What follows belongs to an exercise in optimizing a design on an open flow for small area; a production flow would make more cautious choices.
The RTL was checked by simulation tests, not by an equivalence proof against the original design.
Power and IR drop assume default switching activity.

==> constraint.sdc <==
create_clock -name core_clock -period 8.0 [get_ports {clk}]
set_input_delay 1.6000 -clock core_clock [delete_from_list [all_inputs] [get_ports {clk}]]
set_output_delay 1.6000 -clock core_clock [all_outputs]
set_load 0.01 [all_outputs]
==> run.sh <==
#!/bin/bash
# synth_recipe.tcl (not shown) runs the flow's synth.tcl, then flattens the netlist and writes it again
# the make line also repeats each setting of config.mk as NAME=value (left out here)
make -C /OpenROAD-flow-scripts/flow DESIGN_CONFIG=/design/flow/config.mk WORK_HOME=/design/flow/orfs CLKGATE_MAP_FILE= SYNTH_SCRIPT=/design/flow/synth_recipe.tcl finish
==> config.mk <==
export PLATFORM = sky130hd
export DESIGN_NAME = imem_icache
export DESIGN_NICKNAME = imem_icache
export VERILOG_FILES = /design/flow/design.v
export SDC_FILE = /design/flow/constraint.sdc
export NUM_CORES = 4
export LEC_CHECK = 0
export CAP_MARGIN = 30
export CORE_MARGIN = 2
export CORE_UTILIZATION = 60
export SLEW_MARGIN = 30
export SYNTH_HIERARCHICAL = 1
==> design.v <==
module icg_aoi222 (input logic a1, a2, b1, b2, c1, c2, output logic y);
  assign y = ~((a1 & a2) | (b1 & b2) | (c1 & c2));
endmodule
module icg_nand2 (input logic a, b, output logic y);
  assign y = ~(a & b);
endmodule
module icg_nand3 (input logic a, b, c, output logic y);
  assign y = ~(a & b & c);
endmodule
module icg_nand4 (input logic a, b, c, d, output logic y);
  assign y = ~(a & b & c & d);
endmodule
module icg_ao22 (input logic a1, a2, b1, b2, output logic y);
  assign y = (a1 & a2) | (b1 & b2);
endmodule
module icg_oai22 (input logic a1, a2, b1, b2, output logic y);
  assign y = ~((a1 | a2) & (b1 | b2));
endmodule
module icg_nor2 (input logic a, b, output logic y);
  assign y = ~(a | b);
endmodule
module icg_mux64p (input logic [31:0] st, input logic [31:0] dt,
                   input logic [31:0] nsi, input logic [31:0] di, output logic y);
  logic [19:0] o;    
  logic [15:0] oi;   
  logic [5:0]  n;
  logic [2:0]  p;
  for (genvar k = 0; k < 10; k++) begin : g_t
    icg_aoi222 u (.a1(st[3*k]), .a2(dt[3*k]), .b1(st[3*k+1]), .b2(dt[3*k+1]),
                  .c1(st[3*k+2]), .c2(dt[3*k+2]), .y(o[k]));
  end
  icg_nand2 ut0 (.a(st[30]), .b(dt[30]), .y(o[10]));
  icg_nand2 ut1 (.a(st[31]), .b(dt[31]), .y(o[19]));
  for (genvar k = 0; k < 16; k++) begin : g_i
    icg_oai22 u (.a1(nsi[2*k]), .a2(di[2*k]), .b1(nsi[2*k+1]), .b2(di[2*k+1]), .y(oi[k]));
  end
  for (genvar k = 0; k < 8; k++) begin : g_i2
    icg_nor2 u (.a(oi[2*k]), .b(oi[2*k+1]), .y(o[11+k]));
  end
  for (genvar m = 0; m < 4; m++) begin : g_l2
    icg_nand4 v (.a(o[4*m]), .b(o[4*m+1]), .c(o[4*m+2]), .d(o[4*m+3]), .y(n[m]));
  end
  icg_nand2 v4 (.a(o[16]), .b(o[17]), .y(n[4]));
  icg_nand2 v5 (.a(o[18]), .b(o[19]), .y(n[5]));
  for (genvar m = 0; m < 3; m++) begin : g_l3
    icg_nor2 w (.a(n[2*m]), .b(n[2*m+1]), .y(p[m]));
  end
  icg_nand3 x (.a(p[0]), .b(p[1]), .c(p[2]), .y(y));
endmodule
module icg_mux16n (input logic [15:0] s, input logic [15:0] d, output logic yn);
  logic [5:0] o;
  logic [1:0] n;
  for (genvar k = 0; k < 5; k++) begin : g_l1
    icg_aoi222 u (.a1(s[3*k]), .a2(d[3*k]), .b1(s[3*k+1]), .b2(d[3*k+1]),
                  .c1(s[3*k+2]), .c2(d[3*k+2]), .y(o[k]));
  end
  icg_nand2 u5 (.a(s[15]), .b(d[15]), .y(o[5]));
  icg_nand3 v0 (.a(o[0]), .b(o[1]), .c(o[2]), .y(n[0]));
  icg_nand3 v1 (.a(o[3]), .b(o[4]), .c(o[5]), .y(n[1]));
  icg_nor2 w (.a(n[0]), .b(n[1]), .y(yn));
endmodule
module imem_icache #(
  parameter int ADDR_WIDTH     = 32,
  parameter int INST_WIDTH     = 32,
  parameter int LINES          = 16,
  parameter int WORDS_PER_LINE = 4
) (
  input  logic                  clk,
  input  logic                  rst,
  input  logic [ADDR_WIDTH-1:0] cpu_addr,
  input  logic                  cpu_read,
  output logic [INST_WIDTH-1:0] cpu_rdata,
  output logic                  cpu_stall,
  input  logic                  inv,
  output logic                  mem_req,
  output logic [ADDR_WIDTH-1:0] mem_addr,
  input  logic                  mem_gnt,
  input  logic                  mem_rvalid,
  input  logic [INST_WIDTH-1:0] mem_rdata
);
  localparam int OFF   = $clog2(WORDS_PER_LINE);
  localparam int IDX   = $clog2(LINES);
  localparam int TAG_W = ADDR_WIDTH - 2 - OFF - IDX;
  localparam int NW    = LINES * WORDS_PER_LINE;
  localparam int SW    = IDX + OFF;           
  localparam int DSTEP = 4;                   
  localparam int DB    = $clog2(DSTEP);
  localparam int DL    = DSTEP - 1;           
  localparam int TSTEP = 8;                   
  localparam logic [INST_WIDTH-1:0] NOP = INST_WIDTH'(32'h0000_0013);
  logic                       stall_q, req_q;
  logic                       inv_pend_q;
  logic [LINES-1:0]           valid_q;
  logic [ADDR_WIDTH-1:2]      maddr_q;    
  logic [OFF-1:0]             loff_q;
  logic [INST_WIDTH-1:0]      rdata_q;
  logic [SW-1:0]              ph_q;       
  logic [LINES-1:0][TAG_W-1:0]   tag_q;   
  logic [NW-1:0][INST_WIDTH-1:0] data_q;  
  logic [DL-1:0][INST_WIDTH-1:0] hold_q;
  logic [DL-1:0]                 pv_q;
  logic [DL-1:0][OFF-1:0]        poff_q;
  logic [IDX-1:0]                wline_q;
  logic [OFF-1:0]   c_off;
  logic [IDX-1:0]   c_idx;
  logic [TAG_W-1:0] c_tag;
  logic [IDX-1:0]   lidx;
  logic [OFF-1:0]   cnt;
  assign c_off = cpu_addr[2 +: OFF];
  assign c_idx = cpu_addr[2+OFF +: IDX];
  assign c_tag = cpu_addr[ADDR_WIDTH-1 -: TAG_W];
  assign lidx  = maddr_q[2+OFF +: IDX];
  assign cnt   = maddr_q[2 +: OFF];
  logic [IDX-1:0]   tstage;
  logic [3:0]       tan, tbn;
  logic [LINES-1:0] tsel;
  logic [TAG_W-1:0] tag_rdn;
  logic [TAG_W-1:0] tag_rd;
  logic             hit_s;
  assign tstage = c_idx + ph_q[IDX-1:0];
  always_comb begin
    for (int i = 0; i < 4; i++) begin
      tan[i] = (tstage[1:0] != 2'(i));
      tbn[i] = (tstage[3:2] != 2'(i));
    end
  end
  for (genvar l = 0; l < LINES; l++) begin : g_tsel
    icg_nor2 u (.a(tan[l % 4]), .b(tbn[l / 4]), .y(tsel[l]));
  end
  for (genvar b = 0; b < TAG_W; b++) begin : g_tmux
    logic [LINES-1:0] col;
    for (genvar l = 0; l < LINES; l++) begin : g_col
      assign col[l] = tag_q[l][b];
    end
    icg_mux16n m (.s(tsel), .d(col), .yn(tag_rdn[b]));
  end
  assign tag_rd = ~tag_rdn;
  assign hit_s = valid_q[c_idx] && (tag_rd == c_tag);
  logic lookup, miss, rvalid_w, done;
  assign lookup   = !stall_q && cpu_read;
  assign miss     = lookup && !hit_s;
  assign rvalid_w = stall_q && !req_q && mem_rvalid;
  assign done     = rvalid_w && (&cnt);
  logic [SW-1:0]         rslot, rstage;
  logic [7:0]            ra, rb, ran, rbn;
  logic [NW-1:0]         rsel;     
  logic [INST_WIDTH-1:0] ring_rd, rd_word;
  assign rslot  = stall_q ? {lidx, loff_q} : {c_idx, c_off};
  assign rstage = rslot + ph_q;
  always_comb begin
    for (int i = 0; i < 8; i++) begin
      ra[i]  = (rstage[2:0] == 3'(i));
      rb[i]  = (rstage[5:3] == 3'(i));
      ran[i] = !ra[i];
      rbn[i] = !rb[i];
    end
  end
  for (genvar i = 0; i < NW; i++) begin : g_rsel
    if (((i / DSTEP) % 2) == 0) begin : g_t
      icg_nor2 u (.a(ran[i % 8]), .b(rbn[i / 8]), .y(rsel[i]));
    end else begin : g_i
      icg_nand2 u (.a(ra[i % 8]), .b(rb[i / 8]), .y(rsel[i]));
    end
  end
  for (genvar b = 0; b < INST_WIDTH; b++) begin : g_rmux
    logic [NW/2-1:0] st, dt, nsi, di;
    for (genvar i = 0; i < NW; i++) begin : g_col
      if (((i / DSTEP) % 2) == 0) begin : g_t
        assign st[(i / (2*DSTEP)) * DSTEP + i % DSTEP] = rsel[i];
        assign dt[(i / (2*DSTEP)) * DSTEP + i % DSTEP] = data_q[i][b];
      end else begin : g_i
        assign nsi[(i / (2*DSTEP)) * DSTEP + i % DSTEP] = rsel[i];
        assign di[(i / (2*DSTEP)) * DSTEP + i % DSTEP]  = data_q[i][b];
      end
    end
    icg_mux64p m (.st(st), .dt(dt), .nsi(nsi), .di(di), .y(ring_rd[b]));
  end
  logic [DL-1:0] pmatch;
  always_comb begin
    rd_word = ring_rd;
    for (int j = 0; j < DL; j++) begin
      pmatch[j] = pv_q[j] && (rslot == {wline_q, poff_q[j]});
      if (pmatch[j]) rd_word = hold_q[j];
    end
  end
  logic [DB-1:0]         wo;
  logic                  wdir;
  logic [DL-1:0]         wdl;
  logic                  wen;
  logic [IDX-1:0]        wline;
  logic [INST_WIDTH-1:0] wdata;
  logic [SW-1:0]         wstage;
  assign wo   = ~ph_q[DB-1:0];
  assign wdir = rvalid_w && (cnt[DB-1:0] == wo);
  always_comb begin
    wdata = {INST_WIDTH{wdir}} & mem_rdata;
    wline = lidx;
    for (int j = 0; j < DL; j++) begin
      wdl[j] = pv_q[j] && (poff_q[j][DB-1:0] == wo);
      wdata  = wdata | ({INST_WIDTH{wdl[j]}} & hold_q[j]);
    end
    if (|wdl) wline = wline_q;
  end
  assign wen    = wdir || (|wdl);
  assign wstage = {wline, {OFF{1'b0}}} + SW'(DSTEP) * (SW'(ph_q) / SW'(DSTEP)) + SW'(DSTEP);
  always_ff @(posedge clk) begin
    hold_q[0] <= mem_rdata;
    poff_q[0] <= cnt;
    pv_q[0]   <= !rst && rvalid_w && !wdir;
    for (int j = 1; j < DL; j++) begin
      hold_q[j] <= hold_q[j-1];
      poff_q[j] <= poff_q[j-1];
      pv_q[j]   <= !rst && pv_q[j-1] && !wdl[j-1];
    end
    if (rvalid_w) wline_q <= lidx;
  end
  logic [NW-1:0][INST_WIDTH-1:0] data_d;
  logic [INST_WIDTH-1:0]         wdata_n;
  assign wdata_n = ~wdata;
  for (genvar i = 0; i < NW; i++) begin : g_dring
    if ((i % DSTEP) == 0) begin : g_wr
      logic sel, nsel;
      assign sel  = wen && (wstage[SW-1:DB] == (SW-DB)'(i / DSTEP));
      assign nsel = !sel;
      for (genvar b = 0; b < INST_WIDTH; b++) begin : g_b
        icg_oai22 u (.a1(nsel), .a2(((i / DSTEP) % 2) == 0 ? wdata_n[b] : wdata[b]),
                     .b1(sel), .b2(data_q[(i + NW - 1) % NW][b]), .y(data_d[i][b]));
      end
    end else begin : g_sh
      assign data_d[i] = data_q[(i + NW - 1) % NW];
    end
  end
  always_ff @(posedge clk) begin
    data_q <= data_d;
  end
  logic [IDX-1:0] twstage;
  assign twstage = lidx + ph_q[IDX-1:0] + IDX'(1);
  logic [LINES-1:0][TAG_W-1:0] tag_d;
  for (genvar l = 0; l < LINES; l++) begin : g_tring
    if ((l % TSTEP) == 0) begin : g_wr
      logic sel, nsel;
      assign sel  = stall_q && (twstage == IDX'(l));
      assign nsel = !sel;
      for (genvar b = 0; b < TAG_W; b++) begin : g_b
        icg_ao22 u (.a1(sel), .a2(maddr_q[ADDR_WIDTH-TAG_W+b]), .b1(nsel), .b2(tag_q[(l + LINES - 1) % LINES][b]), .y(tag_d[l][b]));
      end
    end else begin : g_sh
      assign tag_d[l] = tag_q[(l + LINES - 1) % LINES];
    end
  end
  always_ff @(posedge clk) begin
    tag_q <= tag_d;
  end
  always_ff @(posedge clk) begin
    if (rst) ph_q <= '0;
    else     ph_q <= ph_q + SW'(1);
  end
  always_ff @(posedge clk) begin
    if (rst) begin
      stall_q <= 1'b0;
      req_q   <= 1'b0;
    end else if (!stall_q) begin
      stall_q <= miss;
      req_q   <= miss;
    end else if (req_q) begin
      req_q   <= !mem_gnt;
    end else if (mem_rvalid) begin
      stall_q <= !(&cnt);
      req_q   <= !(&cnt);
    end
  end
  always_ff @(posedge clk) begin
    inv_pend_q <= stall_q && (inv_pend_q || inv);
  end
  always_ff @(posedge clk) begin
    if (rst || inv) begin
      valid_q <= '0;
    end else if (done && !inv_pend_q) begin
      valid_q[lidx] <= 1'b1;
    end
  end
  always_ff @(posedge clk) begin
    if (rst) begin
      maddr_q <= '0;
    end else if (miss) begin
      maddr_q <= {cpu_addr[ADDR_WIDTH-1:2+OFF], {OFF{1'b0}}};
    end else if (rvalid_w && !(&cnt)) begin
      maddr_q[2 +: OFF] <= cnt + OFF'(1);
    end
  end
  always_ff @(posedge clk) begin
    if (miss) loff_q <= c_off;
  end
  always_ff @(posedge clk) begin
    if (rst) begin
      rdata_q <= NOP;
    end else if (lookup && hit_s) begin
      rdata_q <= rd_word;
    end else if (done) begin
      rdata_q <= (&loff_q) ? mem_rdata : rd_word;
    end
  end
  assign cpu_rdata = rdata_q;
  assign cpu_stall = stall_q;
  assign mem_req   = req_q;
  assign mem_addr  = {maddr_q, 2'b00};
endmodule
==> results of run 1 <==
-- Yosys stat by module (local to each module, per instance), excerpt --
module / copies in the design / flops+latches / cells / area [um2]
icg_nand2: 184 / 0 / 1 / 3.75
icg_nor2: 424 / 0 / 1 / 3.75
icg_nand3: 80 / 0 / 1 / 5.00
icg_aoi222: 440 / 0 / 1 / 10.0
icg_ao22: 48 / 0 / 1 / 8.76
icg_nand4: 128 / 0 / 1 / 6.26
imem_icache: 1 / 2630 / 3451 / 58300
icg_oai22: 1024 / 0 / 1 / 6.26
-- per-layer routing --
layer | share of wire, % | up-vias | routed length, um | track usage [%]
met5 | 0.022 | - | 51 | 0
met4 | 2.6 | 8 | 6150 | 11.0
met3 | 12 | 455 | 28600 | 10.7
met2 | 42 | 3010 | 98800 | 53.7
met1 | 43 | 26300 | 99000 | 51.7
li1 | - | 23500 | - | -
-- placed cells by master, fill, tap and decap left out, drive strengths merged, types with 92 or more instances in the layout --
cell type,synthesis,routed
dfxtp,2624,2624
o22ai,1024,1024
nor2,534,534
a222oi,440,440
clkbuf,48,355
nand2,218,218
buf,25,214
inv,131,137
nand4,135,135
clkdlybuf4s50,0,130
nand3,92,92
-- logic make-up after synthesis --
kind of cell | share of synthesized area (%)
adders and majority gates | 0.442
buffers and inverters | 1.15
xor gates and xnor gates | 0.828
DFF | 72.2
and+or+nand+nor | 6.14
other | 0.00513
muxes | 0.714
AOI/OAI and AO/OA | 18.5
-- cells in the mapped netlist (all sizes together) (21+ instances only) --
master	number
nor2	534
buf	25
inv	131
mux2i	34
o21ai	35
o22ai	1024
a22o	81
xnor2	24
clkbuf	48
o21a	33
o211ai	32
xor2	45
o32ai	29
ha	21
nand3	92
a222oi	440
nand2	218
nand4	135
a221o	32
a221oi	32
a21oi	22
dfxtp	2624
-- cell type report --
type / instances / share of cell area, %
clock buffers: 355 / 8.25
inverters: 131 / 0.570
flip-flops and latches: 2630 / 61.1
well taps: 1625 / 2.35
repair buffers: 344 / 3.71
clock inverters: 83 / 0.965
multi-input cells: 2946 / 23.1
-- critical path: cells and delay by family --
kind            cells  cell delay, ns
fa+ha+maj           1            0.33
simple gates        6            2.02
mux                 1            0.45
xor+xnor            1            0.20
compound gates      8            1.58
buf+inv             3            1.24
-- stage by stage --
stage	hold slack [ns]	power, uW	area (um2)	setup slack, ns
floorplan	0.330	14800	73000	1.49
global placement	0.331	15700	78300	0.810
detailed placement	0.335	15700	78300	0.706
CTS	0.328	26900	86300	1.55
global route	0.346	27600	86300	1.12
finish	0.330	27000	86300	1.24
-- power by group through the flow --
stage / Sequential, uW / Combinational [uW] / Clock, uW
2_1_floorplan: 13800 / 960 / 0
3_3_place_gp: 13900 / 1830 / 0
3_5_place_dp: 13900 / 1840 / 0
4_1_cts: 13600 / 1850 / 11500
5_1_grt: 13600 / 2020 / 12000
6_report: 13600 / 1940 / 11400
-- path summary, 6_finish.rpt --
path | start | endpoint | slack [ns] | cells past startpoint
hold reg to reg | data_q[1580] | data_q[1612] | 0.33 | 0
setup / recovery | cpu_addr[4] | rdata_q[5] | 1.24 | 20
setup reg to reg | stall_q | rdata_q[5] | 1.54 | 21
hold / removal | data_q[1580] | data_q[1612] | 0.33 | 0
-- registers in the layout (all words and copies together) (netlist names), 4 cells and up --
name,cells
data_q,2048
tag_q,384
maddr_q,30
rdata_q,32
hold_q,96
poff_q,6
ph_q,6
wline_q,4
valid_q,16
==> impl_metrics.csv, run 1 <==
group,metric,value,unit
critical_path,critPathSlowestCell,"clkdlybuf4s50_1",
global_route,grt_max_degree,44,
layout,diodes,0,
synth,synth.top_cell.area_share,71.9,%
placement,hpwl,156,mm
timing,setup_violations,0,
layout,layout-drive-gt1-share,11.8,%
clocking,post-cts-setup-buffers,0,
synth,synthFlopType,"dfxtp_1",
power_and_ir_drop,ir_worst_vdd,0.323,mV
global_route,antenna_found_initial,9,
timing,tightest_slew,1.04,ns
drt,drt_pass1_iterations,10,
power_and_ir_drop,p_comb_share,7.2,%
power_and_ir_drop,powerDensity,312,nW/um2
timing,fin_crit,6.76,ns
critical_path,required,8.71,ns
power_and_ir_drop,intPower,20600,uW
floorplanning,initial_core_util,60.2,%
synth,ys_seq_elements,2630,
clocking,cts_tree,"yes",
synth,synth_cell_types,54,
timing,min_period_over_period,84.5,%
clocking,clock-sinks,2630,
synth,async_reset_ff_share,0,%
timing,hold_violations,0,
timing,drv_slew,0,
synth,yosysSeqAreaShare,72.2,%
placement,place_inst,7674,
power_and_ir_drop,seqPwrFrac,50.4,%
layout,fin_nets,6383,
run_status,status,"finished clean",
timing,maxSlewHeadroom,30.6,%
synth,synth_cells,5779,
floorplanning,pin_count,136,
critical_path,critPathLaunchType,"primary input",
clocking,numCtsBuffers,236,
clocking,clock_tree.root_cell,"clkbuf_16",
synth,syn_area,73000,um2
placement,gp_congestion,0.934,
hold_path,hp-class,"reg2reg",
drt,avgRoutedWirePerCell,28.7,um
timing,max_freq,0.148,GHz
floorplanning,fp.dieH,353,um
drt,vias_per_cell,6.57,
layout,fill_cells,8612,
synth,yosysWarnings,7,
floorplanning,placementRows,128,
clocking,htreeDepth,4,
layout,sequential_cell_area,52700,um2
floorplanning,dieArea,125000,um2
drt,vias,53300,
timing,finalSetupTns,0,ns
layout,fin_cells,8114,
synth,yosysTopAreaCell,"dfxtp_1",
global_route,grt_pass1_wl,338,mm
synth,synth_edf_count,6,
critical_path,cp_max_fo,10,
flow_run,maxCapViolations,0,
floorplanning,core,121000,um2
drt,totalWireLength,233,mm
drt,drtIter0Drc,8004,
synth,yosys-top-cells-area,"dfxtp_1 72%, o22ai_1 8.8%, a222oi_1 6.0%",
layout,multi_input_area,19900,um2
global_route,grt_overflow,0,
global_route,grt_pass1_vias,51400,
drt,route.detailed.drc,0,
critical_path,cp_data_arrival_time,7.46,ns
power_and_ir_drop,p_sw,6350,uW
floorplanning,die_width,353,um
clocking,clock_latency,0.86,ns
critical_path,worst_path_largest_cell_delay,0.68,ns
power_and_ir_drop,p_leak,0.0332,uW
power_and_ir_drop,power_frac_clock,42.4,%
placement,io_buffers,131,
layout,fin_util,71.2,%
critical_path,crit_chain,"clkdlybuf4s50_1 > mux2_2 > ha_1 > a21oi_1 > o21bai_1 > a21oi_1 > xnor2_1 > nand2_1 > inv_1 > nand2_2 > buf_4 > o22ai_1 > nor2_1 > nand4_1 > nor2_1 > nand3_1 > o21ai_0 > o211ai_2 > a221oi_2 > o32ai_1",
timing,rsz0062_at_grt,"no",
critical_path,path_class,"in2reg",
layout,area_delta_synth_final,18.2,%
power_and_ir_drop,p_sw_share,23.5,%
drt,antenna_left,0,
clocking,clockBufferDepth,3,
critical_path,crit_path_end_kind,"flop",
global_route,gr-usage-all-layers,36.4,%
synth,syn_area_per_cell,12.6,um2
clocking,clkTransAtPathRegs,0.07,ns
timing,fin_worst_skew,0.0242,ns
clocking,ctsHoldBuffers,0,
clocking,cts_resized,0,
==> run 2: changes to the inputs <==
--- a/config.mk
+++ b/config.mk
@@ -8,5 +8,7 @@
 export CAP_MARGIN = 30
 export CORE_MARGIN = 2
 export CORE_UTILIZATION = 60
+export CTS_CLUSTER_DIAMETER = 60
+export CTS_CLUSTER_SIZE = 25
 export SLEW_MARGIN = 30
 export SYNTH_HIERARCHICAL = 1
==> impl_metrics.csv, run 2 <==
group,metric,value,unit
run_status,status,"finished clean",
timing,fin_worst_skew,0.0352,ns
global_route,grt_max_degree,44,
timing,rsz0062_at_grt,"no",
hold_path,whs_path_depth,0,
synth,synth_compound_area_share,18.5,%
critical_path,rrSetupSlack,1.07,ns
critical_path,rr_worst_depth,17,
layout,sequential_cell_area,52700,um2
critical_path,cp_max_fo,33,
synth,synthFlopType,"dfxtp_1",
timing,fin_crit,6.93,ns
critical_path,reg2reg_to,"data_q[1417]",
drt,vias,52400,
layout,multi_input_area,19900,um2
power_and_ir_drop,powerDensity,286,nW/um2
drt,drtIter0Drc,7894,
synth,syn_area_per_cell,12.6,um2
clocking,numCtsBuffers,143,
clocking,htreeDepth,4,
clocking,ctsHoldBuffers,0,
layout,largest_register_ffs,2048,
synth,synthAdderAreaFrac,0.442,%
timing,drv_slew,0,
drt,vias_per_cell,6.63,
drt,avgRoutedWirePerCell,29.0,um
critical_path,critPathLaunchType,"flop",
clocking,clock_latency,0.80,ns
clocking,clockBufferDepth,3,
synth,synth_cells,5779,
floorplanning,die_width,353,um
global_route,busiest_layer,"met2",
synth,async_reset_ff_share,0,%
synth,syn_area,73000,um2
power_and_ir_drop,ir_worst_vdd,0.254,mV
timing,tightest_slew,1.06,ns
clocking,post-cts-setup-buffers,0,
critical_path,path_class,"reg2reg",
layout,final_common_cell,"dfxtp_1",
timing,hold_violations,0,
layout,layout_common_cells,"2,624 x dfxtp_1, 1,022 x o22ai_1, 476 x nor2_1",
floorplanning,core,121000,um2
hold_path,min-delay-start,"data_q[1842]",
drt,drt_pass1_iterations,10,
critical_path,cp_data_arrival_time,7.53,ns
drt,totalWireLength,229,mm
flow_run,maxCapViolations,0,
global_route,met2_usage,52.6,%
global_route,antenna_found_initial,8,
timing,maxSlewHeadroom,29.5,%
synth,synth_top_family_by_area,"compound AO/OA/AOI/OAI gates",
synth,ys_seq_elements,2630,
power_and_ir_drop,power.total,23800,uW
layout,top_register,"data_q",
global_route,grt.met3_usage,9.84,%
global_route,grt_pass1_vias,49800,
synth,yosys-top-cells-area,"dfxtp_1 72%, o22ai_1 8.8%, a222oi_1 6.0%",
global_route,grt_overflow,0,
timing,max_freq,0.144,GHz
global_route,use_met1,51.8,%
clocking,clock-sinks,2630,
synth,yosysWarnings,7,
clocking,clock_tree.root_cell,"clkbuf_16",
synth,synth_cell_types,54,
critical_path,r2r-start,"ph_q[1]",
placement,gp_congestion,0.934,
drt,antenna_left,0,
timing,finalSetupTns,0,ns
synth,muxShareOfSynthArea,0.714,%
floorplanning,initial_core_util,60.2,%
placement,hpwl,156,mm
synth,synth.most_common_cell,"dfxtp_1",
floorplanning,pin_count,136,
placement,io_buffers,131,
floorplanning,fp.dieH,353,um
floorplanning,placementRows,128,
layout,fin_nets,6289,
drt,route.detailed.drc,0,
layout,top_regs,"data_q x2048, tag_q x384, hold_q x96",
synth,synth-xor-area-share,0.828,%
synth,yosysTopAreaCell,"dfxtp_1",
clocking,cts_tree,"yes",
global_route,gr-usage-all-layers,35.8,%
synth,synthSimpleGateAreaFrac,6.14,%
critical_path,crit_path_end_kind,"flop",
layout,layout-drive-gt1-share,9.66,%
timing,min_period_over_period,86.6,%
layout,area_delta_synth_final,13.8,%
clocking,clkTransAtPathRegs,0.09,ns
synth,synth.top_cell.area_share,71.9,%
critical_path,required,8.60,ns
synth,synth_edf_count,6,
power_and_ir_drop,p_leak,0.0316,uW
synth,yosysSeqAreaShare,72.2,%
clocking,cts_resized,0,
floorplanning,dieArea,125000,um2
hold_path,hp-class,"reg2reg",
layout,fill_cells,8990,
global_route,grt_pass1_wl,332,mm
timing,setup_violations,0,
hold_path,hold_end,"data_q[1874]",
synth,ys_top_cells_by_count,"2,624 x dfxtp_1, 1,024 x o22ai_1, 534 x nor2_1, 440 x a222oi_1, 218 x nand2_1",
run 2: cell counts after synthesis:
Identical to the previous run, type by type.
run 2: worst max-delay path, cell delays in order (launching register included):
cell      delay (ns)
dfxtp_1         0.76
xor2_1          0.19
and3_1          0.16
buf_4           0.44
or3_1           0.45
mux2_2          0.41
ha_1            0.29
ha_1            0.14
inv_1           0.04
fa_1            0.38
xor2_1          0.20
xnor2_1         0.16
xnor2_1         0.10
buf_4           0.21
nand3_2         0.11
buf_4           0.50
clkinv_1        0.98
o22ai_1         1.17
run 2: cell type report:
cell class / instances / share of cell area (%)
multi-input combinational: 2946 / 24.0
antenna: 2 / 0.00602
clock buffer: 159 / 4.49
tap: 1625 / 2.45
sequential: 2630 / 63.4
inverter: 131 / 0.592
timing repair buffer: 343 / 3.83
clock inverter: 77 / 1.21
run 2: metrics by stage:
| stage | cells | worst slack [ns] | utilization [%] | hold WS, ns | instance area, um2 |
|---|---|---|---|---|---|
| floorplan | 5780 | 1.49 | - | 0.330 | 73000 |
| global placement | 7672 | 0.810 | 64.6 | 0.331 | 78300 |
| detailed placement | 7674 | 0.706 | 64.6 | 0.335 | 78300 |
| CTS | 7910 | 1.54 | 68.5 | 0.341 | 83100 |
| global route | 7911 | 0.981 | 68.5 | 0.345 | 83100 |
| finish | 7913 | 1.07 | 68.6 | 0.335 | 83100 |
run 2: report_power, final:
part / switching [uW] / total, uW / internal, uW
registers: 185 / 13600 / 13400
logic: 1310 / 1930 / 623
clock network: 4330 / 8300 / 3970
total: 5820 / 23800 / 18000
run 2: how the worst max path moves through the flow:
stage | startpoint | endpoint | depth (start not counted)
floorplan | ph_q[1] | data_q[896] | 18
global placement | cpu_addr[4] | rdata_q[5] | 20
detailed placement | cpu_addr[4] | rdata_q[20] | 20
CTS | cpu_addr[4] | rdata_q[20] | 20
global route | ph_q[1] | data_q[1410] | 17
finish | ph_q[1] | data_q[1417] | 17
run 2: modules after synthesis, one instance, submodules excluded, excerpt:
module       times used  cells inside  flops+latches  cell area [um2]
imem_icache           1          3451           2630            58300
icg_nor2            424             1              0             3.75
icg_ao22             48             1              0             8.76
icg_nand2           184             1              0             3.75
icg_nand4           128             1              0             6.26
icg_aoi222          440             1              0             10.0
icg_nand3            80             1              0             5.00
icg_oai22          1024             1              0             6.26
run 2: kinds of logic after synthesis:
family / count (synthesis)
compound gates: 1772
xor+xnor: 69
fa+ha+maj: 24
buf+inv: 204
flops: 2630
mux: 45
other cells: 1
simple gates: 1034
run 2: per-layer routing:
metal,wire length (um),vias up
met4,5820,6
met2,97300,2825
li1,-,23300
met1,98700,25900
met3,27500,416
met5,40,-
==> run 3: changes to the inputs <==
==> flow/run.sh (new file) <==
#!/bin/bash
# The standard layout (standard.sh, unchanged synthesis and steps) with two
# settings changed through ORFS's own variables:
#  - the input and output ports are buffered with buf_1 cells instead of the
#    default buffer cell;
#  - the clock tree clusters at most 25 sinks within 60 um per leaf buffer and
#    inserts no dummy loads.
# make's full output goes to standard.log; ORFS keeps each step's log under orfs/logs.
set -euo pipefail
export BUFFER_PORTS_ARGS="-buffer_cell sky130_fd_sc_hd__buf_1"
export CTS_ARGS="-sink_clustering_enable -repair_clock_nets -sink_clustering_size 25 -sink_clustering_max_diameter 60 -dont_use_dummy_load"
bash standard.sh > standard.log 2>&1
==> standard.sh (new file) <==
#!/bin/bash
# synth_recipe.tcl (not shown) runs the flow's synth.tcl, then flattens the netlist and writes it again
# the make line also repeats each setting of config.mk as NAME=value (left out here)
make -C /OpenROAD-flow-scripts/flow DESIGN_CONFIG=/design/flow/config.mk WORK_HOME=/design/flow/orfs CLKGATE_MAP_FILE= SYNTH_SCRIPT=/design/flow/synth_recipe.tcl "${@:-finish}"
--- a/config.mk
+++ b/config.mk
@@ -8,7 +8,5 @@
 export CAP_MARGIN = 30
 export CORE_MARGIN = 2
 export CORE_UTILIZATION = 60
-export CTS_CLUSTER_DIAMETER = 60
-export CTS_CLUSTER_SIZE = 25
 export SLEW_MARGIN = 30
 export SYNTH_HIERARCHICAL = 1
removed: run.sh
==> impl_metrics.csv, run 3 <==
group,metric,value,unit
synth,yosys-top-cells-area,"dfxtp_1 72%, o22ai_1 8.8%, a222oi_1 6.0%",
placement,preCtsSetupSlack,1.08,ns
drt,vias,52100,
drt,vias_per_cell,6.67,
timing,setup_violations,0,
layout,largest_register_ffs,2048,
floorplanning,core,121000,um2
synth,synth_cell_types,54,
synth,synth_cells,5779,
critical_path,path_class,"in2reg",
drt,drt-met1-wl,98.0,mm
critical_path,crit_start,"cpu_addr[4]",
power_and_ir_drop,p_leak,0.0307,uW
layout,top_regs,"data_q x2048, tag_q x384, hold_q x96",
critical_path,rrSetupSlack,1.71,ns
layout,area_delta_synth_final,11.0,%
floorplanning,die_width,353,um
clocking,clkTransAtPathRegs,0.09,ns
synth,yosysTopAreaCell,"dfxtp_1",
global_route,grt_max_degree,44,
drt,drt_pass1_iterations,10,
floorplanning,fp.dieH,353,um
timing,rsz0062_at_grt,"no",
critical_path,cp_max_fo,13,
timing,min_period_over_period,79.4,%
clocking,clock_tree.root_cell,"clkbuf_16",
placement,io_buffers,131,
power_and_ir_drop,p_sw_share,24.1,%
timing,fin_worst_skew,0.0577,ns
layout,layout_common_cells,"2,624 x dfxtp_1, 1,021 x o22ai_1, 476 x nor2_1",
placement,hpwl,155,mm
timing,drv_slew,0,
run_status,status,"finished clean",
placement,gp_congestion,0.892,
drt,antenna_left,0,
critical_path,r2r-start,"stall_q",
clocking,numCtsBuffers,145,
clocking,ctsHoldBuffers,0,
critical_path,crit_path_end_kind,"flop",
drt,top_layer_used,"met5",
global_route,grt_pass1_vias,49900,
clocking,clock_latency,0.78,ns
synth,synthFlopType,"dfxtp_1",
clocking,cts_tree,"yes",
synth,syn_area,73000,um2
synth,syn_area_per_cell,12.6,um2
power_and_ir_drop,p_comb_share,8.4,%
drt,avgRoutedWirePerCell,29.1,um
timing,finalSetupTns,0,ns
critical_path,endpoint,"rdata_q[5]",
timing,max_freq,0.157,GHz
global_route,grt_pass1_wl,330,mm
drt,dr_wl_met3,26.2,mm
clocking,clockBufferDepth,3,
power_and_ir_drop,p_sw,5470,uW
synth,synth.top_cell.area_share,71.9,%
critical_path,reg2reg_to,"rdata_q[5]",
synth,synth.most_common_cell,"dfxtp_1",
global_route,antenna_found_initial,14,
timing,maxSlewHeadroom,25.2,%
floorplanning,pin_count,136,
drt,totalWireLength,227,mm
global_route,gr-usage-all-layers,35.5,%
critical_path,rr_worst_depth,22,
floorplanning,initial_core_util,60.2,%
timing,hold_violations,0,
power_and_ir_drop,intPower,17200,uW
layout,top_register,"data_q",
power_and_ir_drop,seqPwrFrac,59.9,%
clocking,htreeDepth,4,
power_and_ir_drop,power_frac_clock,31.7,%
synth,ys_top_cells_by_count,"2,624 x dfxtp_1, 1,024 x o22ai_1, 534 x nor2_1, 440 x a222oi_1, 218 x nand2_1",
layout,final_common_cell,"dfxtp_1",
synth,ys_seq_elements,2630,
floorplanning,dieArea,125000,um2
timing,fin_ws,1.65,ns
critical_path,cp_data_arrival_time,6.96,ns
synth,synth_edf_count,6,
drt,drtIter0Drc,7810,
critical_path,critPathLaunchType,"primary input",
synth,yosysWarnings,7,
global_route,grt_overflow,0,
synth,yosysSeqAreaShare,72.2,%
synth,async_reset_ff_share,0,%
critical_path,required,8.61,ns
hold_path,hp-class,"reg2reg",
drt,route.detailed.drc,0,
clocking,cts_resized,0,
layout,fill_cells,9286,
power_and_ir_drop,powerDensity,280,nW/um2
timing,fin_crit,6.35,ns
clocking,clock-sinks,2630,
drt,met2WireLength,97.8,mm
clocking,post-cts-setup-buffers,0,
flow_run,maxCapViolations,0,
layout,fin_nets,6288,
floorplanning,placementRows,128,
power_and_ir_drop,ir_worst_vdd,0.249,mV
layout,layout-drive-gt1-share,8.41,%
timing,tightest_slew,1.12,ns
-- run 3: cell type report --
type                       count  area, um2  share of cell area [%]
antenna                        3       7.51                 0.00926
clock buffer                 145       3630                    4.48
inverter                     131        492                   0.606
multi-input combinational   2946      20000                    24.6
sequential                  2630      52700                    65.0
tap                         1625       2030                    2.51
timing repair buffer         340       2240                    2.77
-- run 3: worst min path at each step --
stage,startpoint,endpoint,slack [ns],cells after the start
2_1_floorplan,data_q[1088],data_q[1120],0.33,0
3_3_place_gp,data_q[1326],data_q[1358],0.33,0
3_5_place_dp,data_q[549],data_q[581],0.33,0
4_1_cts,tag_q[239],tag_q[263],0.30,0
5_1_grt,tag_q[239],tag_q[263],0.30,0
6_report,tag_q[239],tag_q[263],0.31,0
-- run 3: metal layers --
layer  vias to the layer above  GRT usage, %
li1                      23200             -
met1                     25900          51.3
met2                      2693          53.0
met3                       402          9.25
met4                        10          9.25
met5                         -         0.642
-- run 3: logic make-up (layout without fill, tap and decap cells) --
family	Yosys count	in the layout	synth area share [%]
xor+xnor	69	69	0.828
fa+ha+maj	24	24	0.442
other cells	1	5	0.00513
buf+inv	204	616	1.15
simple gates	1034	1034	6.14
flops	2630	2630	72.2
compound gates	1772	1772	18.5
mux	45	45	0.714
-- run 3: power by group through the flow --
stage               Sequential, uW  Clock (uW)  Combinational (uW)
floorplan                    13800           0                 960
global placement             13900           0                1800
detailed placement           13900           0                1810
CTS                          13600        7240                1820
global route                 13600        7730                1980
finish                       13600        7200                1900
-- run 3: metrics by stage --
| step | cells | hold slack (ns) | cell area, um2 | power (uW) | util [%] |
|---|---|---|---|---|---|
| 2_1_floorplan | 5780 | 0.330 | 73000 | 14800 | - |
| 3_3_place_gp | 7671 | 0.330 | 77400 | 15700 | 63.8 |
| 3_5_place_dp | 7671 | 0.335 | 77400 | 15700 | 63.8 |
| 4_1_cts | 7816 | 0.297 | 81000 | 22600 | 66.8 |
| 5_1_grt | 7818 | 0.298 | 81100 | 23300 | 66.9 |
| 6_report | 7820 | 0.306 | 81100 | 22700 | 66.9 |
-- run 3: worst max-delay path: stages --
cell      delay [ns]
buf_1           0.43
mux2_2          0.33
ha_1            0.28
a21oi_1         0.31
o21bai_1        0.10
a21oi_1         0.28
xnor2_1         0.19
nand2_1         0.55
inv_1           0.26
nand2_2         0.40
buf_4           0.32
o22ai_1         0.10
nor2_1          0.25
nand4_1         0.39
nor2_1          0.21
nand3_1         0.20
o21ai_0         0.22
o211ai_2        0.14
a221oi_2        0.23
o32ai_1         0.11
-- run 3: modules after synthesis, one instance, submodules excluded, excerpt --
module | times used | flip-flops and latches | cell area, um2
imem_icache | 1 | 2630 | 58300
icg_aoi222 | 440 | 0 | 10.0
icg_ao22 | 48 | 0 | 8.76
icg_nand4 | 128 | 0 | 6.26
icg_nand3 | 80 | 0 | 5.00
icg_nor2 | 424 | 0 | 3.75
==> run 4: changes to the inputs <==
==> flow/run.sh (replaced) <==
#!/bin/bash
# The standard layout (standard.sh, unchanged synthesis and steps) with two
# settings changed through ORFS's own variables:
#  - the input and output ports are buffered with buf_1 cells instead of the
#    default buffer cell;
#  - the clock tree clusters at most 25 sinks within 100 um per leaf buffer and
#    inserts no dummy loads.
# make's full output goes to standard.log; ORFS keeps each step's log under orfs/logs.
set -euo pipefail
export BUFFER_PORTS_ARGS="-buffer_cell sky130_fd_sc_hd__buf_1"
export CTS_ARGS="-sink_clustering_enable -repair_clock_nets -sink_clustering_size 25 -sink_clustering_max_diameter 100 -dont_use_dummy_load"
bash standard.sh > standard.log 2>&1
--- a/config.mk
+++ b/config.mk
@@ -7,6 +7,6 @@
 export LEC_CHECK = 0
 export CAP_MARGIN = 30
 export CORE_MARGIN = 2
-export CORE_UTILIZATION = 60
+export CORE_UTILIZATION = 65
 export SLEW_MARGIN = 30
 export SYNTH_HIERARCHICAL = 1
==> impl_metrics.csv, run 4 <==
group,metric,value,unit
run_status,status,"finished clean",
placement,gp_congestion,0.938,
layout,top_register,"data_q",
synth,yosysSeqAreaShare,72.2,%
critical_path,rrSetupSlack,1.49,ns
critical_path,required,8.59,ns
global_route,antenna_found_initial,4,
layout,sequential_cell_area,52700,um2
clocking,clockBufferDepth,3,
drt,antenna_left,0,
clocking,post-cts-setup-buffers,0,
placement,io_buffers,131,
synth,yosys-top-cells-area,"dfxtp_1 72%, o22ai_1 8.8%, a222oi_1 6.0%",
synth,synth.most_common_cell,"dfxtp_1",
critical_path,rr_worst_depth,22,
synth,yosysTopAreaCell,"dfxtp_1",
timing,setup_violations,0,
drt,drt_pass1_iterations,9,
drt,route.detailed.drc,0,
layout,fin_util,72.0,%
timing,maxSlewHeadroom,25.6,%
drt,drtIter0Drc,7329,
layout,area_delta_synth_final,9.51,%
layout,multi_input_area,19900,um2
floorplanning,die_width,339,um
synth,syn_area,73000,um2
power_and_ir_drop,power.total,21800,uW
clocking,clock_latency,0.73,ns
drt,totalWireLength,224,mm
critical_path,endpoint,"rdata_q[2]",
timing,min_period_over_period,81.8,%
synth,ys_top_cells_by_count,"2,624 x dfxtp_1, 1,024 x o22ai_1, 534 x nor2_1, 440 x a222oi_1, 218 x nand2_1",
hold_path,hp-class,"reg2reg",
timing,finalSetupTns,0,ns
placement,hpwl,153,mm
layout,fin_cells,7633,
floorplanning,initial_core_util,65.7,%
power_and_ir_drop,powerDensity,273,nW/um2
critical_path,r2r-start,"stall_q",
global_route,grt_pass1_wl,324,mm
timing,fin_worst_skew,0.0574,ns
clocking,clock-sinks,2630,
synth,synth_cells,5779,
global_route,grt_max_degree,44,
floorplanning,core,111000,um2
timing,drv_slew,0,
clocking,clock_tree.root_cell,"clkbuf_16",
synth,synth_cell_types,54,
synth,syn_area_per_cell,12.6,um2
timing,hold_violations,0,
floorplanning,dieArea,115000,um2
synth,yosysWarnings,7,
drt,avgRoutedWirePerCell,29.3,um
synth,synth_edf_count,6,
critical_path,crit_path_end_kind,"flop",
clocking,clkTransAtPathRegs,0.09,ns
flow_run,maxCapViolations,0,
critical_path,path_class,"in2reg",
power_and_ir_drop,ir_worst_vdd,0.226,mV
clocking,numCtsBuffers,115,
power_and_ir_drop,p_leak,0.0302,uW
layout,layout-drive-gt1-share,7.59,%
floorplanning,pin_count,136,
clocking,cts_resized,0,
clocking,ctsHoldBuffers,0,
critical_path,cp_data_arrival_time,7.13,ns
critical_path,crit_start,"cpu_addr[3]",
layout,largest_register_ffs,2048,
layout,top_regs,"data_q x2048, tag_q x384, hold_q x96",
critical_path,critPathLaunchType,"primary input",
clocking,cts_tree,"yes",
layout,fill_cells,8069,
timing,holdWs,0.289,ns
synth,synth.top_cell.area_share,71.9,%
timing,max_freq,0.153,GHz
drt,vias,52300,
critical_path,reg2reg_to,"rdata_q[2]",
global_route,grt_pass1_vias,49600,
placement,place_inst,7515,
timing,tightest_slew,1.11,ns
drt,vias_per_cell,6.86,
layout,layout_common_cells,"2,624 x dfxtp_1, 1,024 x o22ai_1, 476 x nor2_1",
timing,fin_crit,6.55,ns
layout,final_common_cell,"dfxtp_1",
floorplanning,placementRows,122,
critical_path,cp_max_fo,17,
layout,fin_nets,6238,
synth,async_reset_ff_share,0,%
timing,rsz0062_at_grt,"no",
synth,synthFlopType,"dfxtp_1",
global_route,grt_overflow,0,
global_route,gr-usage-all-layers,37.4,%
floorplanning,fp.dieH,339,um
synth,ys_seq_elements,2630,
clocking,htreeDepth,3,
-- run 4: layout make-up --
class	count	share of cell area [%]
antenna	3	0.00939
inverter	131	0.615
tap	1488	2.33
timing repair buffer	320	2.61
clock buffer	115	3.60
multi-input combinational	2946	24.9
sequential	2630	65.9
-- run 4: worst min-delay path by stage --
stage	from	endpoint	depth (start not counted)
global placement	data_q[1330]	data_q[1362]	0
CTS	tag_q[30]	tag_q[54]	0
global route	tag_q[30]	tag_q[54]	0
finish	tag_q[30]	tag_q[54]	0
detailed placement	data_q[795]	data_q[827]	0
floorplan	data_q[1088]	data_q[1120]	0
-- run 4: report_power, final --
part           switching, uW  leakage (uW)  total, uW  internal [uW]
Sequential               187        0.0219      13600          13400
Combinational           1280       0.00697       1860            578
Clock                   3820       0.00142       6380           2560
-- run 4: logic make-up after synthesis --
family / count (synthesis) / synth area share [%]
AO/OA/AOI/OAI: 1772 / 18.5
XOR/XNOR: 69 / 0.828
adder cells (fa/ha/maj): 24 / 0.442
buffers and inverters: 204 / 1.15
flip-flops: 2630 / 72.2
multiplexers: 45 / 0.714
other: 1 / 0.00513
AND/OR/NAND/NOR: 1034 / 6.14
-- run 4: routing by layer --
| metal | vias up | part of all wire [%] | global-route usage, % |
|---|---|---|---|
| met5 | - | 0 | 0 |
| met4 | 0 | 2.7 | 10.3 |
| met3 | 451 | 13 | 10.9 |
| met2 | 3061 | 42 | 55.2 |
| met1 | 25800 | 42 | 54.0 |
| li1 | 23100 | - | - |
-- run 4: Yosys stat by module (local to each module, per instance), excerpt --
module,cell area [um2],copies in the design
icg_nand4,6.26,128
icg_nand2,3.75,184
icg_nand3,5.00,80
icg_nor2,3.75,424
icg_ao22,8.76,48
imem_icache,58300,1
icg_aoi222,10.0,440
icg_oai22,6.26,1024
-- run 4: critical path, stage by stage --
cell      delay [ns]
buf_1           0.17
mux2i_1         0.10
buf_4           0.19
inv_1           0.10
ha_1            0.24
a21o_1          0.18
a21oi_1         0.31
o21bai_1        0.11
a21oi_1         0.43
xnor2_1         0.24
nand2_1         0.51
inv_1           0.25
nand2_2         0.44
buf_4           0.40
o22ai_1         0.14
nor2_1          0.28
nand4_1         0.39
nor2_1          0.20
nand3_1         0.13
o21ai_0         0.15
o211ai_2        0.13
a221oi_2        0.30
o32ai_1         0.14
-- run 4: through the flow --
step	instance area, um2	setup slack, ns
3_3_place_gp	77000	1.20
2_1_floorplan	73000	1.49
6_report	80000	1.45
5_1_grt	80000	1.25
4_1_cts	80000	1.80
3_5_place_dp	77100	1.05
==> run 5: changes to the inputs <==
--- a/design.v
+++ b/design.v
@@ -144,7 +144,7 @@
   logic [SW-1:0]         rslot, rstage;
   logic [7:0]            ra, rb, ran, rbn;
   logic [NW-1:0]         rsel;     
-  logic [INST_WIDTH-1:0] ring_rd, rd_word;
+  logic [INST_WIDTH-1:0] ring_rd;
   assign rslot  = stall_q ? {lidx, loff_q} : {c_idx, c_off};
   assign rstage = rslot + ph_q;
   always_comb begin
@@ -177,11 +177,8 @@
   end
   logic [DL-1:0] pmatch;
   always_comb begin
-    rd_word = ring_rd;
-    for (int j = 0; j < DL; j++) begin
+    for (int j = 0; j < DL; j++)
       pmatch[j] = pv_q[j] && (rslot == {wline_q, poff_q[j]});
-      if (pmatch[j]) rd_word = hold_q[j];
-    end
   end
   logic [DB-1:0]         wo;
   logic                  wdir;
@@ -192,14 +189,18 @@
   logic [SW-1:0]         wstage;
   assign wo   = ~ph_q[DB-1:0];
   assign wdir = rvalid_w && (cnt[DB-1:0] == wo);
-  always_comb begin
-    wdata = {INST_WIDTH{wdir}} & mem_rdata;
-    wline = lidx;
-    for (int j = 0; j < DL; j++) begin
-      wdl[j] = pv_q[j] && (poff_q[j][DB-1:0] == wo);
-      wdata  = wdata | ({INST_WIDTH{wdl[j]}} & hold_q[j]);
-    end
-    if (|wdl) wline = wline_q;
+  for (genvar j = 0; j < DL; j++) begin : g_wdl
+    logic [OFF-1:0] po;
+    assign po     = poff_q[j];
+    assign wdl[j] = pv_q[j] && (po[DB-1:0] == wo);
+  end
+  assign wline = (|wdl) ? wline_q : lidx;
+  for (genvar b = 0; b < INST_WIDTH; b++) begin : g_wdata
+    logic x, y;
+    icg_aoi222 u0 (.a1(wdir), .a2(mem_rdata[b]), .b1(wdl[0]), .b2(hold_q[0][b]),
+                   .c1(wdl[1]), .c2(hold_q[1][b]), .y(x));
+    icg_nand2 u1 (.a(wdl[2]), .b(hold_q[2][b]), .y(y));
+    icg_nand2 u2 (.a(x), .b(y), .y(wdata[b]));
   end
   assign wen    = wdir || (|wdl);
   assign wstage = {wline, {OFF{1'b0}}} + SW'(DSTEP) * (SW'(ph_q) / SW'(DSTEP)) + SW'(DSTEP);
@@ -220,11 +221,18 @@
   for (genvar i = 0; i < NW; i++) begin : g_dring
     if ((i % DSTEP) == 0) begin : g_wr
       logic sel, nsel;
+      logic [INST_WIDTH-1:0] src, prev, d;
       assign sel  = wen && (wstage[SW-1:DB] == (SW-DB)'(i / DSTEP));
       assign nsel = !sel;
+      if (((i / DSTEP) % 2) == 0) begin : g_true
+        assign src = wdata_n;
+      end else begin : g_inv
+        assign src = wdata;
+      end
+      assign prev      = data_q[(i + NW - 1) % NW];
+      assign data_d[i] = d;
       for (genvar b = 0; b < INST_WIDTH; b++) begin : g_b
-        icg_oai22 u (.a1(nsel), .a2(((i / DSTEP) % 2) == 0 ? wdata_n[b] : wdata[b]),
-                     .b1(sel), .b2(data_q[(i + NW - 1) % NW][b]), .y(data_d[i][b]));
+        icg_oai22 u (.a1(nsel), .a2(src[b]), .b1(sel), .b2(prev[b]), .y(d[b]));
       end
     end else begin : g_sh
       assign data_d[i] = data_q[(i + NW - 1) % NW];
@@ -291,15 +299,29 @@
   always_ff @(posedge clk) begin
     if (miss) loff_q <= c_off;
   end
-  always_ff @(posedge clk) begin
-    if (rst) begin
-      rdata_q <= NOP;
-    end else if (lookup && hit_s) begin
-      rdata_q <= rd_word;
-    end else if (done) begin
-      rdata_q <= (&loff_q) ? mem_rdata : rd_word;
+  logic                  ld_rd, ld_mem, s_keep, s_ring;
+  logic [DL-1:0]         s_h;
+  logic [INST_WIDTH-1:0] rdata_d;
+  assign ld_rd  = !rst && ((lookup && hit_s) || (done && !(&loff_q)));
+  assign ld_mem = !rst && done && (&loff_q);
+  assign s_keep = !rst && !(lookup && hit_s) && !done;
+  assign s_ring = ld_rd && !(|pmatch);
+  assign s_h    = {DL{ld_rd}} & pmatch;
+  for (genvar b = 0; b < INST_WIDTH; b++) begin : g_rdata
+    logic x, y;
+    icg_aoi222 u0 (.a1(s_ring), .a2(ring_rd[b]), .b1(s_h[0]), .b2(hold_q[0][b]),
+                   .c1(s_h[1]), .c2(hold_q[1][b]), .y(x));
+    icg_aoi222 u1 (.a1(s_h[2]), .a2(hold_q[2][b]), .b1(ld_mem), .b2(mem_rdata[b]),
+                   .c1(s_keep), .c2(rdata_q[b]), .y(y));
+    if (NOP[b]) begin : g_one
+      icg_nand3 u2 (.a(x), .b(y), .c(!rst), .y(rdata_d[b]));
+    end else begin : g_zero
+      icg_nand2 u2 (.a(x), .b(y), .y(rdata_d[b]));
     end
   end
+  always_ff @(posedge clk) begin
+    rdata_q <= rdata_d;
+  end
   assign cpu_rdata = rdata_q;
   assign cpu_stall = stall_q;
   assign mem_req   = req_q;
==> impl_metrics.csv, run 5 <==
group,metric,value,unit
run_status,status,"finished clean",
layout,fin_util,72.4,%
synth,syn_area,71800,um2
drt,vias_per_cell,7.19,
synth,synth.most_common_cell,"dfxtp_1",
power_and_ir_drop,ir_worst_vdd,0.220,mV
drt,drtIter0Drc,9281,
floorplanning,pin_count,136,
critical_path,path_class,"in2reg",
floorplanning,dieArea,113000,um2
critical_path,crit_path_end_kind,"flop",
floorplanning,core,109000,um2
critical_path,required,8.64,ns
synth,ys_seq_elements,2630,
floorplanning,placementRows,121,
clocking,cts_tree,"yes",
clocking,clock_latency,0.75,ns
drt,drt_pass1_iterations,10,
global_route,grt_max_degree,46,
placement,hpwl,151,mm
global_route,antenna_found_initial,6,
clocking,post-cts-setup-buffers,0,
clocking,htreeDepth,3,
synth,async_reset_ff_share,0,%
global_route,grt_pass1_vias,51600,
synth,synth_cell_types,49,
clocking,clockBufferDepth,3,
critical_path,cp_data_arrival_time,7.11,ns
floorplanning,fp.dieH,336,um
layout,final_common_cell,"dfxtp_1",
synth,syn_area_per_cell,12.8,um2
floorplanning,initial_core_util,65.8,%
layout,layout-drive-gt1-share,7.03,%
synth,yosys-top-cells-area,"dfxtp_1 73%, o22ai_1 8.9%, a222oi_1 7.5%",
drt,antenna_left,0,
layout,fin_nets,6110,
synth,yosysWarnings,7,
clocking,numCtsBuffers,115,
timing,drv_slew,0,
power_and_ir_drop,powerDensity,271,nW/um2
drt,avgRoutedWirePerCell,33.2,um
floorplanning,die_width,336,um
synth,yosysSeqAreaShare,73.4,%
timing,rsz0062_at_grt,"no",
timing,maxSlewHeadroom,24.6,%
layout,top_regs,"data_q x2048, tag_q x384, hold_q x96",
hold_path,hp-class,"reg2reg",
synth,synth_cells,5619,
clocking,clock_tree.root_cell,"clkbuf_16",
synth,synthFlopType,"dfxtp_1",
power_and_ir_drop,power.total,21400,uW
synth,synth.top_cell.area_share,73.2,%
timing,finalSetupTns,0,ns
layout,fill_cells,7828,
drt,totalWireLength,249,mm
global_route,grt_overflow,0,
timing,min_period_over_period,80.9,%
timing,max_freq,0.154,GHz
layout,largest_register_ffs,2048,
clocking,clock-sinks,2630,
clocking,cts_resized,0,
layout,stdcell_area,79000,um2
synth,yosysTopAreaCell,"dfxtp_1",
layout,area_delta_synth_final,10.1,%
synth,ys_top_cells_by_count,"2,624 x dfxtp_1, 1,024 x o22ai_1, 536 x a222oi_1, 522 x nor2_1, 325 x nand2_1",
clocking,clkTransAtPathRegs,0.10,ns
drt,vias,53900,
synth,synth_edf_count,6,
placement,gp_congestion,0.920,
layout,top_register,"data_q",
clocking,ctsHoldBuffers,0,
placement,io_buffers,131,
critical_path,cp_max_fo,21,
timing,fin_worst_skew,0.0497,ns
global_route,gr-usage-all-layers,42.8,%
flow_run,maxCapViolations,0,
drt,route.detailed.drc,0,
timing,fin_crit,6.47,ns
layout,layout_common_cells,"2,624 x dfxtp_1, 1,024 x o22ai_1, 536 x a222oi_1",
power_and_ir_drop,p_leak,0.0300,uW
placement,dpl-instance-area,76100,um2
timing,setup_violations,0,
critical_path,critPathLaunchType,"primary input",
timing,hold_violations,0,
timing,tightest_slew,1.13,ns
global_route,grt_pass1_wl,350,mm
run 5: cell types whose count changed after synthesis, sizes merged, moves of 12 or more:
cell and change:
nand2 +107, a222oi +96, inv -79, clkbuf -38, a221o -32, a221oi -32, a22o -32, o211ai -32
o21ai -32, o21a -31, o32ai -29, nor2 -12
run 5: stage by stage:
step / worst slack, ns / instances / hold slack [ns]
after floorplan: 1.77 / 5620 / 0.330
final: 1.53 / 7496 / 0.308
after detailed placement: 0.953 / 7374 / 0.335
after global routing: 1.40 / 7490 / 0.300
after CTS: 1.70 / 7489 / 0.309
after global placement: 1.09 / 7374 / 0.331
run 5: kinds of logic (layout without fill, tap and decap cells):
logic type	Yosys count	count (layout)	share of synthesized area [%]
AOI/OAI and AO/OA	1651	1651	17.3
xor gates and xnor gates	68	68	0.840
adders and majority gates	24	24	0.450
buffers and inverters	76	470	0.507
DFF	2630	2630	73.4
muxes	42	42	0.699
other	1	8	0.00522
and+or+nand+nor	1127	1127	6.72
run 5: final cells by class:
class	instances	area, um2	share of cell area [%]
Inverter	52	195	0.247
Clock buffer	115	2880	3.64
Antenna cell	6	15.0	0.0190
Tap cell	1476	1850	2.34
Multi-Input combinational cell	2914	19300	24.4
Timing Repair Buffer	303	2080	2.63
Sequential cell	2630	52700	66.7
run 5: final timing paths:
kind	start	end	slack, ns	cells past startpoint
setup / recovery	cpu_addr[3]	rdata_q[27]	1.53	19
setup reg to reg	stall_q	rdata_q[27]	1.66	18
hold / removal	tag_q[88]	tag_q[112]	0.31	0
hold reg to reg	tag_q[88]	tag_q[112]	0.31	0
run 5: worst max-delay path, cell delays in order:
cell,delay (ns)
buf_1,0.09
mux2i_1,0.47
inv_1,0.18
ha_1,0.31
a21o_1,0.18
a21oi_1,0.29
o21bai_1,0.11
a21oi_1,0.26
xor2_1,0.69
nor2_1,0.33
nand2_2,0.91
buf_4,0.43
o22ai_1,0.11
nor2_1,0.12
nand4_1,0.21
nor2_1,0.15
nand3_1,0.11
a222oi_1,0.40
nand2_1,0.11
run 5: power breakdown:
part	internal (uW)	total [uW]	leakage, uW	switching (uW)
sequential	13400	13600	0.0219	180
combinational	422	1450	0.00671	1030
clock	2560	6410	0.00142	3850
run 5: metal layers:
layer	global-route usage, %	part of all wire (%)
met1	54.6	37
met2	65.7	43
met3	12.0	13
met4	23.9	6.8
met5	0.553	0.058
run 5: modules after synthesis (local to each module, per instance), a selection:
module	area, um2	copies in the design	flops+latches
imem_icache	55700	1	2630
icg_aoi222	10.0	536	0
icg_ao22	8.76	48	0
icg_nand4	6.26	128	0
icg_oai22	6.26	1024	0
icg_nand3	5.00	83	0
icg_nand2	3.75	277	0
icg_nor2	3.75	424	0
==> run 6: changes to the inputs <==
--- a/config.mk
+++ b/config.mk
@@ -7,6 +7,6 @@
 export LEC_CHECK = 0
 export CAP_MARGIN = 30
 export CORE_MARGIN = 2
-export CORE_UTILIZATION = 65
+export CORE_UTILIZATION = 70
 export SLEW_MARGIN = 30
 export SYNTH_HIERARCHICAL = 1
==> impl_metrics.csv, run 6 <==
group,metric,value,unit
run_status,status,"finished clean",
layout,fin_nets,6133,
clocking,clock_latency,0.77,ns
global_route,antenna_found_initial,14,
layout,multi_input_area,19300,um2
timing,rsz0062_at_grt,"no",
synth,synth_cell_types,49,
global_route,grt_max_degree,46,
global_route,grt_pass1_wl,351,mm
clocking,clockBufferDepth,3,
clocking,clock_tree.root_cell,"clkbuf_16",
clocking,cts_tree,"yes",
timing,tightest_slew,1.16,ns
timing,fin_crit,6.38,ns
timing,finalSetupTns,0,ns
clocking,post-cts-setup-buffers,0,
critical_path,crit_family,"simple AND/OR/NAND/NOR gates",
clocking,htreeDepth,3,
synth,synth.most_common_cell,"dfxtp_1",
synth,synth_cells,5619,
hold_path,hp-class,"reg2reg",
critical_path,path_class,"in2reg",
synth,synth_edf_count,6,
timing,maxSlewHeadroom,22.4,%
power_and_ir_drop,ir_worst_vdd,0.217,mV
layout,area_delta_synth_final,10.1,%
layout,top_register,"data_q",
drt,vias_per_cell,7.37,
drt,totalWireLength,250,mm
clocking,clock-sinks,2630,
critical_path,crit_chain,"buf_1 > ha_1 > fa_1 > or2_2 > nor2_2 > buf_4 > a222oi_1 > nand3_1 > nor2_1 > xor2_1 > nand4_1 > nor3_1 > nand4b_1 > a21oi_1 > and3_2 > buf_12 > a222oi_1 > nand3_1",
hold_path,whs_path_depth,0,
flow_run,maxCapViolations,0,
synth,syn_area_per_cell,12.8,um2
floorplanning,initial_core_util,70.6,%
critical_path,cp_data_arrival_time,7.06,ns
clocking,cts_resized,0,
clocking,clkTransAtPathRegs,0.09,ns
synth,yosysTopAreaCell,"dfxtp_1",
drt,antenna_left,0,
synth,yosysWarnings,7,
layout,top_regs,"data_q x2048, tag_q x384, hold_q x96",
layout,fin_util,77.7,%
placement,hpwl,153,mm
placement,io_buffers,131,
critical_path,rrSetupSlack,2.02,ns
drt,drtIter0Drc,9678,
timing,max_freq,0.157,GHz
timing,drv_slew,0,
critical_path,rr_worst_depth,19,
critical_path,critPathSlowestCell,"nor2_2",
layout,layout-drive-gt1-share,7.40,%
layout,layout_common_cells,"2,624 x dfxtp_1, 1,024 x o22ai_1, 536 x a222oi_1",
timing,fin_worst_skew,0.0524,ns
global_route,grt_pass1_vias,52600,
critical_path,crit_buf_inv,3,
floorplanning,core,102000,um2
timing,min_period_over_period,79.7,%
floorplanning,pin_count,136,
critical_path,cp_max_fo,32,
synth,yosys-top-cells-area,"dfxtp_1 73%, o22ai_1 8.9%, a222oi_1 7.5%",
critical_path,required,8.68,ns
drt,avgRoutedWirePerCell,33.7,um
floorplanning,dieArea,105000,um2
synth,yosysSeqAreaShare,73.4,%
floorplanning,die_width,324,um
global_route,grt_overflow,0,
drt,drt_pass1_iterations,10,
synth,synth.top_cell.area_share,73.2,%
layout,sequential_cell_area,52700,um2
critical_path,worst_path_largest_cell_delay,0.66,ns
power_and_ir_drop,p_leak,0.0301,uW
critical_path,critPathLaunchType,"primary input",
timing,setup_violations,0,
layout,largest_register_ffs,2048,
placement,place_inst,7287,
clocking,ctsHoldBuffers,0,
power_and_ir_drop,powerDensity,271,nW/um2
drt,vias,54700,
timing,hold_violations,0,
layout,fin_cells,7411,
drt,route.detailed.drc,0,
synth,synthFlopType,"dfxtp_1",
floorplanning,placementRows,117,
critical_path,worst-path-stages,18,
clocking,numCtsBuffers,115,
layout,final_common_cell,"dfxtp_1",
synth,ys_seq_elements,2630,
global_route,gr-usage-all-layers,46.4,%
synth,async_reset_ff_share,0,%
synth,syn_area,71800,um2
synth,ys_top_cells_by_count,"2,624 x dfxtp_1, 1,024 x o22ai_1, 536 x a222oi_1, 522 x nor2_1, 325 x nand2_1",
layout,fill_cells,6579,
placement,gp_congestion,0.932,
floorplanning,fp.dieH,324,um
critical_path,crit_path_end_kind,"flop",
[run 6: changes by cell type in the layout (fill, tap and decap cells not counted), moves of 2 or more]
cell / change
nor2_4: -5
buf_8: +2
buf_4: +25
buf_12: -11
nor2_2: +5
buf_16: +7
[run 6: per-layer routing]
layer	global-route usage, %	part of all wire, %	vias up
met5	1.62	0.18	-
met4	30.5	8.0	34
met3	17.6	15	1288
met2	68.4	42	4341
met1	56.9	35	26300
li1	-	-	22700
[run 6: cells by family after synthesis]
logic type               share of synthesized area [%]
adder cells (fa/ha/maj)                          0.450
buffers and inverters                            0.507
multiplexers                                     0.699
AND/OR/NAND/NOR                                   6.72
other                                          0.00522
flip-flops                                        73.4
XOR/XNOR                                         0.840
AO/OA/AOI/OAI                                     17.3
[run 6: layout make-up]
class	count	share of cell area (%)
antenna	6	0.0190
clock buffer	115	3.64
inverter	52	0.247
multi-input combinational	2914	24.4
sequential	2630	66.7
tap	1368	2.16
timing repair buffer	326	2.87
[run 6: metrics by stage]
stage	cell area [um2]	setup WS, ns	hold slack, ns	total power, uW
after global routing	79100	1.51	0.293	21900
after floorplan	71800	1.77	0.330	14500
after global placement	75900	1.12	0.331	15200
final	79100	1.62	0.297	21400
after CTS	79000	1.76	0.297	21300
after detailed placement	76100	1.01	0.335	15200
[run 6: final timing paths]
check,startpoint,to
hold reg to reg,tag_q[16],tag_q[40]
setup reg to reg,ph_q[1],rdata_q[1]
hold / removal,tag_q[16],tag_q[40]
setup / recovery,cpu_addr[4],rdata_q[1]
[run 6: report_power, final]
group / internal, uW / total (uW) / leakage, uW / switching, uW
Clock: 2560 / 6400 / 0.00142 / 3830
Combinational: 423 / 1430 / 0.00682 / 1010
Sequential: 13400 / 13600 / 0.0219 / 181
Total: 16400 / 21400 / 0.0301 / 5020
[run 6: modules after synthesis, one instance, submodules excluded, a selection]
module       cells  flip-flops and latches  area [um2]
icg_nor2         1                       0        3.75
icg_nand4        1                       0        6.26
icg_nand2        1                       0        3.75
imem_icache   3099                    2630       55700
icg_aoi222       1                       0        10.0
icg_nand3        1                       0        5.00
icg_ao22         1                       0        8.76
icg_oai22        1                       0        6.26
[run 6: worst reg2reg max path, delay by kind of cell (launching register included)]
family | cells | cell delay [ns]
AOI/OAI and AO/OA | 5 | 1.06
xor gates and xnor gates | 2 | 0.47
adders and majority gates | 1 | 0.36
buffers and inverters | 2 | 0.72
DFF | 1 | 0.78
and+or+nand+nor | 9 | 2.55

-- static timing again, ports no longer ideal --
Ports are ideal in the flow. The routed layouts listed here were re-timed in OpenROAD.
Step 1 (the two cells are an assumption about what drives the block):
set clk [get_ports {clk}]
set_driving_cell -lib_cell sky130_fd_sc_hd__clkbuf_16 $clk
set_driving_cell -lib_cell sky130_fd_sc_hd__buf_2 [delete_from_list [all_inputs] $clk]
Step 2 adds t to the input delays and takes it off the output delays; t is the mean of the earliest and latest rising clock arrival at the registers after step 1. Input paths then give back, and output paths get back, about the clock's delay inside the block.
Three values: no drivers, after step 1, after step 2; two values: the first two.
run	t (ns)	slack for setup (ns)	worst setup path at the end	cell pins on the clock port's net
run 1	0.929	1.244 / 1.306 / 0.377	input to register	1
run 2	0.869	1.075 / 1.075 / 0.409	input to register	1
run 3	0.836	1.646 / 1.703 / 0.867	input to register	1
run 4	0.787	1.454 / 1.493 / 0.723	input to register	1
run 5	0.809	1.527 / 1.584 / 0.775	input to register	1
run 6	0.814	1.620 / 1.669 / 0.855	input to register	1
After both steps setup and hold are still met in every run listed. For run 1, which loses most, drivers alone change the setup slack by +0.062 ns; drivers and shift together by -0.867 ns.
